From an optimization exercise on the open Yosys and OpenROAD flow, aimed at small area, a short achievable clock period and few clock cycles; shortcuts taken in it are not production practice.
Where RTL was checked, it was by simulation tests only, not by an equivalence proof against the original.

==> harbor: inputs <==
// mips_chip
module mips_chip (
	input  logic                clk,
	input  logic                rst_n,
	output logic                mem_read_D,
	output logic                mem_write_D,
	output logic [28-1:0] mem_addr_D,
	output logic [128-1:0]  mem_wdata_D,
	input  logic [128-1:0]  mem_rdata_D,
	input  logic                mem_ready_D,
	output logic                mem_read_I,
	output logic [28-1:0] mem_addr_I,
	input  logic [128-1:0]  mem_rdata_I,
	input  logic                mem_ready_I,
	output logic [30-1:0] DCACHE_addr_o,
	output logic [32-1:0]    DCACHE_wdata_o,
	output logic                DCACHE_wen_o
);
==> flow/config.mk <==
export PLATFORM = sky130hd
export DESIGN_NAME = mips_chip
export DESIGN_NICKNAME = mips_chip
export VERILOG_FILES = /design/flow/design.v
export SDC_FILE = /design/flow/constraint.sdc
export NUM_CORES = 8
export LEC_CHECK = 0
export ABC_CLOCK_PERIOD_IN_PS = 3500
export CAP_MARGIN = 20
export CORE_MARGIN = 2
export CORE_UTILIZATION = 45
export CTS_CLUSTER_DIAMETER = 90
export CTS_CLUSTER_SIZE = 25
export SLEW_MARGIN = 20
==> flow/constraint.sdc <==
create_clock -name core_clock -period 10.0 [get_ports {clk}]
set_input_delay 2.0000 -clock core_clock [delete_from_list [all_inputs] [get_ports {clk}]]
set_output_delay 2.0000 -clock core_clock [all_outputs]
set_load 0.01 [all_outputs]
standard.sh (not shown) runs the stock make flow with config.mk's settings and CLKGATE_MAP_FILE= SYNTH_SCRIPT=/design/flow/synth_recipe.tcl, a recipe that flattens the netlist after the stock synthesis.
==> flow/flow/run.sh <==
#!/bin/bash
set -uo pipefail
export SETUP_SLACK_MARGIN=6.0
export BUFFER_PORTS_ARGS="-buffer_cell sky130_fd_sc_hd__buf_2"
bash standard.sh > standard.log 2>&1
==> tundra (differences from harbor) <==
--- a/flow/design.v
+++ b/flow/design.v
@@ -91,25 +91,28 @@
 	logic         de_v, de_wr, de_ld, de_st, de_beq;
 	logic [4:0]   de_dst;
 	logic [31:0]  de_a, de_b;
 	logic [31:0]  de_bi;          
 	logic         de_fbmi, de_fbmin;
+	logic         de_fxa, de_fxb, de_fxbi;  
 	logic [4:0]   de_sh;
 	logic         de_fam, de_famn, de_fbm;
 	logic         de_sub, de_subn;
 	logic [3:0]   de_kind;        
 	logic [1:0]   de_lop;         
 	logic [1:0]   de_sop;         
 	logic         em_v, em_wr, em_ld, em_st;
 	logic [4:0]   em_dst;
 	logic [31:0]  em_res, em_sd;
-	logic         em_new, lpend_q;
+	logic         mw_v, mw_wr, mw_pend, em_new;
+	logic [4:0]   mw_dst;
+	logic [31:0]  mw_res;
 	logic         drdy_r;         
 	logic [31:0]  ldw;            
 	logic         freeze;         
 	logic         dstall;         
-	assign freeze = dstall;
+	assign freeze = mw_pend || dstall;
 	logic [25:0]  it_q [4];
 	logic [3:0]   iv_q;
 	logic [127:0] il_q [4];
 	logic [3:0]   ij_q [4];       
 	logic         ireq_q;
@@ -223,26 +226,26 @@
 	assign load_use = de_v && de_ld && de_wr &&
 		((use_rs && rs == de_dst) || (use_rt && rt == de_dst));
 	logic [31:1][31:0] rf;
 	logic [31:1] rfv_q;
 	logic [31:1] rs_sel, rt_sel;
-	logic        rf_we;
+	logic        wb_we;
 	logic [31:0] rf_a, rf_b, id_a, id_b, id_a2, id_b2, m_val;
 	logic        fw_a, fw_b;
-	assign rf_we = em_v && em_wr;
+	assign wb_we = mw_v && mw_wr && !mw_pend;
 	always_ff @(posedge clk) begin
 		for (int i = 1; i < 32; i++) begin
-			if (rf_we && em_dst == i) begin
-				rf[i] <= m_val;
+			if (wb_we && mw_dst == i) begin
+				rf[i] <= mw_res;
 			end
 		end
 	end
 	always_ff @(posedge clk or negedge rst_n) begin
 		if (!rst_n) begin
 			rfv_q <= '0;
-		end else if (rf_we) begin
-			rfv_q[em_dst] <= 1'b1;
+		end else if (wb_we) begin
+			rfv_q[mw_dst] <= 1'b1;
 		end
 	end
 	always_comb begin
 		rf_a = '0;
 		rf_b = '0;
@@ -251,19 +254,19 @@
 			rt_sel[i] = (rt == i) && rfv_q[i];
 			rf_a = rf_a | (rf[i] & {32{rs_sel[i]}});
 			rf_b = rf_b | (rf[i] & {32{rt_sel[i]}});
 		end
 	end
-	assign id_a = rf_a;
-	assign id_b = rf_b;
+	assign id_a = (wb_we && mw_dst == rs) ? mw_res : rf_a;
+	assign id_b = (wb_we && mw_dst == rt) ? mw_res : rf_b;
 	assign fw_a = em_v && em_wr && em_dst == rs;
 	assign fw_b = em_v && em_wr && em_dst == rt;
 	assign id_a2 = fw_a ? m_val : id_a;
 	assign id_b2 = fw_b ? m_val : id_b;
 	logic [29:0] ex_bt;
 	logic [31:0] subv;
-	logic [32:0] sfull;
+	logic        eq_ab, eq_mb, eq_am;
 	logic [31:0] kg [6];
 	logic [31:0] kp [6];
 	logic [31:0] ex_a, ex_b, alu_b, alu_bx, sum, lres, sres, sin, sout, ex_res;
 	logic        lt;
 	assign ex_a = {de_fam ? em_res[31:16] : de_a[31:16], de_famn ? de_a[15:0] : em_res[15:0]};
@@ -301,19 +304,22 @@
 	end
 	always_comb begin
 		for (int i = 0; i < 32; i++) begin
 			sin[i] = (de_sop == 2'd0) ? alu_b[31-i] : alu_b[i];
 		end
-		sfull = $signed({(de_sop == 2'd3) && alu_b[31], sin}) >>> de_sh;
-		sout  = sfull[31:0];
+		sout = $unsigned($signed({(de_sop == 2'd3) && alu_b[31], sin}) >>> de_sh);
 		for (int i = 0; i < 32; i++) begin
 			sres[i] = (de_sop == 2'd0) ? sout[31-i] : sout[i];
 		end
 	end
 	assign ex_res = (sum & {32{de_kind[0]}}) | (lres & {32{de_kind[1]}}) |
 		{31'd0, lt && de_kind[2]} | (sres & {32{de_kind[3]}});
-	assign ex_redir = de_v && de_beq && (ex_a == ex_b);
+	assign eq_ab = (de_a == de_b);
+	assign eq_mb = (em_res == de_b);
+	assign eq_am = (de_a == em_res);
+	assign ex_redir = de_v && de_beq &&
+		(de_fam ? (de_fbm || eq_mb) : (de_fbm ? eq_am : eq_ab));
 	always_ff @(posedge clk or negedge rst_n) begin
 		if (!rst_n) begin
 			pc_q <= '0;
 			fd_v <= 1'b0;
 			de_v <= 1'b0;
@@ -358,10 +364,13 @@
 				de_st     <= is_sw;
 				de_beq    <= is_beq;
 				de_dst    <= d_dst;
 				de_a      <= id_a2;
 				de_b      <= id_b2;
+				de_fxa    <= fw_a && em_ld;
+				de_fxb    <= fw_b && em_ld;
+				de_fxbi   <= fw_b && em_ld && r_ok;
 				de_sh     <= fd_ir[10:6];
 				de_bi     <= is_beq ? {2'b00, fd_pc4 + {{14{fd_ir[15]}}, fd_ir[15:0]}} :
 					((r_ok ? id_b2 : (i_log ? {16'd0, fd_ir[15:0]} : {{16{fd_ir[15]}}, fd_ir[15:0]})) ^
 					{32{d_sub}});
 				de_fbmi   <= r_ok && de_v && de_wr && de_dst == rt;
@@ -376,26 +385,33 @@
 					(op == 6'h0A ? 4'b0100 : (i_log ? 4'b0010 : 4'b0001));
 				de_lop    <= r_ok ? fn[1:0] : op[1:0];
 				de_sop    <= fn[1:0];
 			end
 		end
+		if (drdy_r && mw_pend) begin
+			if (de_fxa) begin
+				de_a <= ldw;
+			end
+			if (de_fxb) begin
+				de_b <= ldw;
+			end
+			if (de_fxbi) begin
+				de_bi <= ldw ^ subv;
+			end
+		end
 	end
 	logic [27:0]  dt_q [2];
 	logic [1:0]   dv_q, dd_q;
 	logic [127:0] dl_q [2];
 	logic         lru_q;          
 	logic         vw_q;           
-	logic         vdirty, wl0_q, wl1_q, wh0_q, wh1_q;
-	logic [27:0]  maddr_q;        
+	logic         vdirty, wl0_q, wl1_q, wh0_q, wh1_q, ad0_q, ad1_q, af_q;
 	logic         drd_q, dwr_q;
 	logic [27:0]  fs_la;
 	logic [1:0]   fs_w;
 	logic [31:0]  fs_sd;
 	logic         fs_st;
-	logic [3:0]   fs_mask;        
-	logic         merge, same_em;
-	logic [3:0]   dsel [2];       
 	logic [27:0]  mla;
 	logic         dh0, dh1, dhit, macc, st_hit, hway, vsel, busy, start_m;
 	logic [31:0]  mword;
 	logic         drdy_w;
 	logic [127:0] fill;
@@ -411,37 +427,28 @@
 			mword = mword | (dl_q[0][w*32 +: 32] & {32{dh0 && em_res[3:2] == w}})
 				| (dl_q[1][w*32 +: 32] & {32{dh1 && em_res[3:2] == w}});
 		end
 	end
 	assign macc    = em_v && (em_ld || em_st);
-	assign same_em = (mla == fs_la);
-	assign merge   = em_v && em_st && fs_st && drd_q && same_em;
-	always_comb begin
-		for (int w = 0; w < 2; w++) begin
-			for (int k = 0; k < 4; k++) begin
-				dsel[w][k] = ((st_hit && hway == w) || (merge && vw_q == w)) && em_res[3:2] == k;
-			end
-		end
-	end
-	assign dstall  = macc && !dhit && (busy || em_ld) && !(lpend_q && drdy_r) && !merge;
-	assign start_m = macc && !dhit && !busy;
-	assign st_hit  = em_v && em_st && dhit;
+	assign dstall  = !mw_pend && macc && !dhit && busy;
+	assign start_m = !mw_pend && macc && !dhit && !busy;
+	assign st_hit  = !mw_pend && em_v && em_st && dhit;
 	assign vsel  = !dv_q[0] ? 1'b0 : (!dv_q[1] ? 1'b1 : lru_q);
 	assign vdirty = dv_q[vsel] && dd_q[vsel];
 	assign drdy_r = drd_q && mem_ready_D;
 	assign ldw    = mem_rdata_D[fs_w*32 +: 32];
-	assign m_val  = lpend_q ? ldw : (em_ld ? mword : em_res);
+	assign m_val  = em_ld ? mword : em_res;
 	assign drdy_w = dwr_q && mem_ready_D;
 	always_comb begin
 		fill = mem_rdata_D;
 		if (fs_st) begin
 			fill[fs_w*32 +: 32] = fs_sd;
 		end
 	end
 	assign mem_read_D  = drd_q;
 	assign mem_write_D = dwr_q;
-	assign mem_addr_D  = maddr_q;
+	assign mem_addr_D  = ({28{ad0_q}} & dt_q[0]) | ({28{ad1_q}} & dt_q[1]) | ({28{af_q}} & fs_la);
 	assign mem_wdata_D = {({64{wh0_q}} & dl_q[0][127:64]) | ({64{wh1_q}} & dl_q[1][127:64]),
 		({64{wl0_q}} & dl_q[0][63:0]) | ({64{wl1_q}} & dl_q[1][63:0])};
 	always_ff @(posedge clk or negedge rst_n) begin
 		if (!rst_n) begin
 			wl0_q <= 1'b0;
@@ -453,27 +460,33 @@
 	end
 	always_ff @(posedge clk) begin
 		if (start_m) begin
 			wh0_q <= !vsel;
 			wh1_q <= vsel;
-			maddr_q <= vdirty ? dt_q[vsel] : mla;
+			ad0_q <= vdirty && !vsel;
+			ad1_q <= vdirty && vsel;
+			af_q  <= !vdirty;
 		end else if (drdy_w) begin
-			maddr_q <= fs_la;
+			ad0_q <= 1'b0;
+			ad1_q <= 1'b0;
+			af_q  <= 1'b1;
 		end
 	end
 	always_ff @(posedge clk or negedge rst_n) begin
 		if (!rst_n) begin
 			dv_q    <= '0;
 			lru_q   <= 1'b0;
 			drd_q   <= 1'b0;
 			dwr_q   <= 1'b0;
-			lpend_q <= 1'b0;
+			mw_pend <= 1'b0;
+			mw_v    <= 1'b0;
 			em_new  <= 1'b0;
 		end else begin
 			em_new <= !freeze;
-			if (start_m && em_ld) begin
-				lpend_q <= 1'b1;
+			if (!freeze) begin
+				mw_v    <= em_v;
+				mw_pend <= start_m && em_ld;
 			end
 			if (start_m) begin
 				dv_q[vsel] <= 1'b0;
 				if (vdirty) begin
 					dwr_q <= 1'b1;
@@ -487,12 +500,12 @@
 			end
 			if (drdy_r) begin
 				drd_q      <= 1'b0;
 				dv_q[vw_q] <= 1'b1;
 				lru_q      <= !vw_q;
-				lpend_q    <= 1'b0;
-			end else if (macc && dhit) begin
+				mw_pend    <= 1'b0;
+			end else if (!mw_pend && macc && dhit) begin
 				lru_q <= !hway;
 			end
 		end
 	end
 	always_ff @(posedge clk) begin
@@ -500,29 +513,29 @@
 			vw_q  <= vsel;
 			fs_la <= mla;
 			fs_w  <= em_res[3:2];
 			fs_sd <= em_sd;
 			fs_st <= em_st;
-			fs_mask <= 4'b0000;
-		end else if (merge) begin
-			fs_mask[em_res[3:2]] <= 1'b1;
-		end
-		for (int w = 0; w < 2; w++) begin
-			for (int k = 0; k < 4; k++) begin
-				if (dsel[w][k] || (drd_q && vw_q == w && !fs_mask[k])) begin
-					dl_q[w][k*32 +: 32] <= dsel[w][k] ? em_sd : fill[k*32 +: 32];
-				end
-			end
 		end
-		if (drd_q) begin
-			dt_q[vw_q] <= fs_la;
+		if (!freeze) begin
+			mw_wr  <= em_wr;
+			mw_dst <= em_dst;
+			mw_res <= (em_ld && dhit) ? mword : em_res;
 		end
 		if (st_hit) begin
+			dl_q[hway][em_res[3:2]*32 +: 32] <= em_sd;
 			dd_q[hway] <= 1'b1;
 		end
+		if (drd_q) begin
+			dl_q[vw_q] <= fill;
+			dt_q[vw_q] <= fs_la;
+		end
 		if (drdy_r) begin
 			dd_q[vw_q] <= fs_st;
+			if (mw_pend) begin
+				mw_res <= ldw;
+			end
 		end
 	end
 	assign DCACHE_wen_o   = em_v && em_st && em_new;
 	assign DCACHE_addr_o  = em_res[31:2];
 	assign DCACHE_wdata_o = em_sd;
==> flow/flow/run.sh (replaced) <==
#!/bin/bash
set -uo pipefail
export SETUP_SLACK_MARGIN=6.5
export BUFFER_PORTS_ARGS="-buffer_cell sky130_fd_sc_hd__buf_2"
bash standard.sh > standard.log 2>&1
--- a/flow/config.mk
+++ b/flow/config.mk
@@ -6,9 +6,7 @@
 export NUM_CORES = 8
 export LEC_CHECK = 0
 export ABC_CLOCK_PERIOD_IN_PS = 3500
 export CAP_MARGIN = 20
 export CORE_MARGIN = 2
-export CORE_UTILIZATION = 45
-export CTS_CLUSTER_DIAMETER = 90
-export CTS_CLUSTER_SIZE = 25
+export CORE_UTILIZATION = 55
 export SLEW_MARGIN = 20
==> onyx (differences from harbor) <==
--- a/flow/design.v
+++ b/flow/design.v
@@ -260,10 +260,11 @@
 	assign id_a2 = fw_a ? m_val : id_a;
 	assign id_b2 = fw_b ? m_val : id_b;
 	logic [29:0] ex_bt;
 	logic [31:0] subv;
 	logic [32:0] sfull;
+	logic        eq_ab, eq_mb, eq_am;
 	logic [31:0] kg [6];
 	logic [31:0] kp [6];
 	logic [31:0] ex_a, ex_b, alu_b, alu_bx, sum, lres, sres, sin, sout, ex_res;
 	logic        lt;
 	assign ex_a = {de_fam ? em_res[31:16] : de_a[31:16], de_famn ? de_a[15:0] : em_res[15:0]};
@@ -309,11 +310,15 @@
 			sres[i] = (de_sop == 2'd0) ? sout[31-i] : sout[i];
 		end
 	end
 	assign ex_res = (sum & {32{de_kind[0]}}) | (lres & {32{de_kind[1]}}) |
 		{31'd0, lt && de_kind[2]} | (sres & {32{de_kind[3]}});
-	assign ex_redir = de_v && de_beq && (ex_a == ex_b);
+	assign eq_ab = (de_a == de_b);
+	assign eq_mb = (em_res == de_b);
+	assign eq_am = (de_a == em_res);
+	assign ex_redir = de_v && de_beq &&
+		(de_fam ? (de_fbm || eq_mb) : (de_fbm ? eq_am : eq_ab));
 	always_ff @(posedge clk or negedge rst_n) begin
 		if (!rst_n) begin
 			pc_q <= '0;
 			fd_v <= 1'b0;
 			de_v <= 1'b0;
==> flow/flow/run.sh (replaced) <==
#!/bin/bash
set -uo pipefail
export SETUP_SLACK_MARGIN=6.0
export BUFFER_PORTS_ARGS="-buffer_cell sky130_fd_sc_hd__buf_1"
bash standard.sh > standard.log 2>&1
--- a/flow/config.mk
+++ b/flow/config.mk
@@ -7,8 +7,8 @@
 export LEC_CHECK = 0
 export ABC_CLOCK_PERIOD_IN_PS = 3500
 export CAP_MARGIN = 20
 export CORE_MARGIN = 2
 export CORE_UTILIZATION = 45
-export CTS_CLUSTER_DIAMETER = 90
-export CTS_CLUSTER_SIZE = 25
+export CTS_CLUSTER_DIAMETER = 80
+export CTS_CLUSTER_SIZE = 20
 export SLEW_MARGIN = 20
==> impl_metrics.prom <==
# TYPE chip_impl_metric gauge
chip_impl_info{name="status",value="timing/DRC/antenna clean"} 1
chip_impl_metric{name="non_clock_buffer_area_share",unit="%"} 5.66
chip_impl_info{name="regToRegStartpoint",value="fd_ir[18]$_DFFE_PP_"} 1
chip_impl_info{name="layout_common_cells",value="sky130_fd_sc_hd__edfxtp_1 (2317), sky130_fd_sc_hd__a22oi_1 (938), sky130_fd_sc_hd__nor2_1 (557), sky130_fd_sc_hd__buf_2 (466), sky130_fd_sc_hd__nand2_1 (445)"} 1
chip_impl_metric{name="finish.cell_count_without_fillers",unit=""} 13168
chip_impl_metric{name="synth_cells",unit=""} 9206
chip_impl_metric{name="nonClockInverterCount",unit=""} 196
-- figures above: harbor

==> impl_metrics.prom <==
# TYPE chip_impl_metric gauge
chip_impl_metric{name="finish.cell_count_without_fillers",unit=""} 12649
chip_impl_info{name="status",value="timing/DRC/antenna clean"} 1
chip_impl_metric{name="synth_cells",unit=""} 8861
chip_impl_info{name="layout_common_cells",value="sky130_fd_sc_hd__edfxtp_1 (2317), sky130_fd_sc_hd__a22oi_1 (660), sky130_fd_sc_hd__nor2_1 (581), sky130_fd_sc_hd__a21oi_1 (526), sky130_fd_sc_hd__a22o_1 (456)"} 1
chip_impl_info{name="regToRegStartpoint",value="em_res[20]$_DFFE_PN_"} 1
-- figures above: onyx

==> impl_metrics.prom <==
# TYPE chip_impl_metric gauge
chip_impl_info{name="layout_common_cells",value="sky130_fd_sc_hd__edfxtp_1 (2205), sky130_fd_sc_hd__a22oi_1 (785), sky130_fd_sc_hd__nand3_1 (784), sky130_fd_sc_hd__buf_4 (648), sky130_fd_sc_hd__o21ai_0 (458)"} 1
chip_impl_info{name="status",value="timing/DRC/antenna clean"} 1
chip_impl_metric{name="synth_cells",unit=""} 9710
chip_impl_metric{name="nonClockInverterCount",unit=""} 181
-- figures above: tundra

Testbench counts of harbor, summed over its fixed seeds: cycles 84,889.
Testbench counts of onyx, summed over its fixed seeds: cycles 84,889.
No functional check of the RTL was part of tundra.

-- port drivers added, routing unchanged --
The flow's constraints put no driver on any port. The routed layouts listed below were extracted and timed again, unchanged, in two steps. Step 1: set_driving_cell puts a clkbuf_16 on clk and a buf_2 on each other input, an assumption about the parent block. Step 2 times the ports against the registers' clock, not the clock port: input delays grow and output delays shrink by t, the midpoint of the rising clock arrivals with the driver on. Slacks: ideal / step 1 / step 2; pairs: ideal / step 1.
run | t, ns | setup WS [ns] | worst data-port slew with drivers (ns)
harbor | 0.961 | 5.756 / 5.669 / 5.200 | 0.27
tundra | 1.052 | 5.600 / 5.489 / 5.412 | 0.50
onyx | 0.960 | 5.735 / 5.639 / 5.296 | 0.18
After both steps setup and hold are still met in every run listed. The setup slack of harbor, which loses most, moves by -0.087 ns with the drivers and by -0.556 ns with both steps.
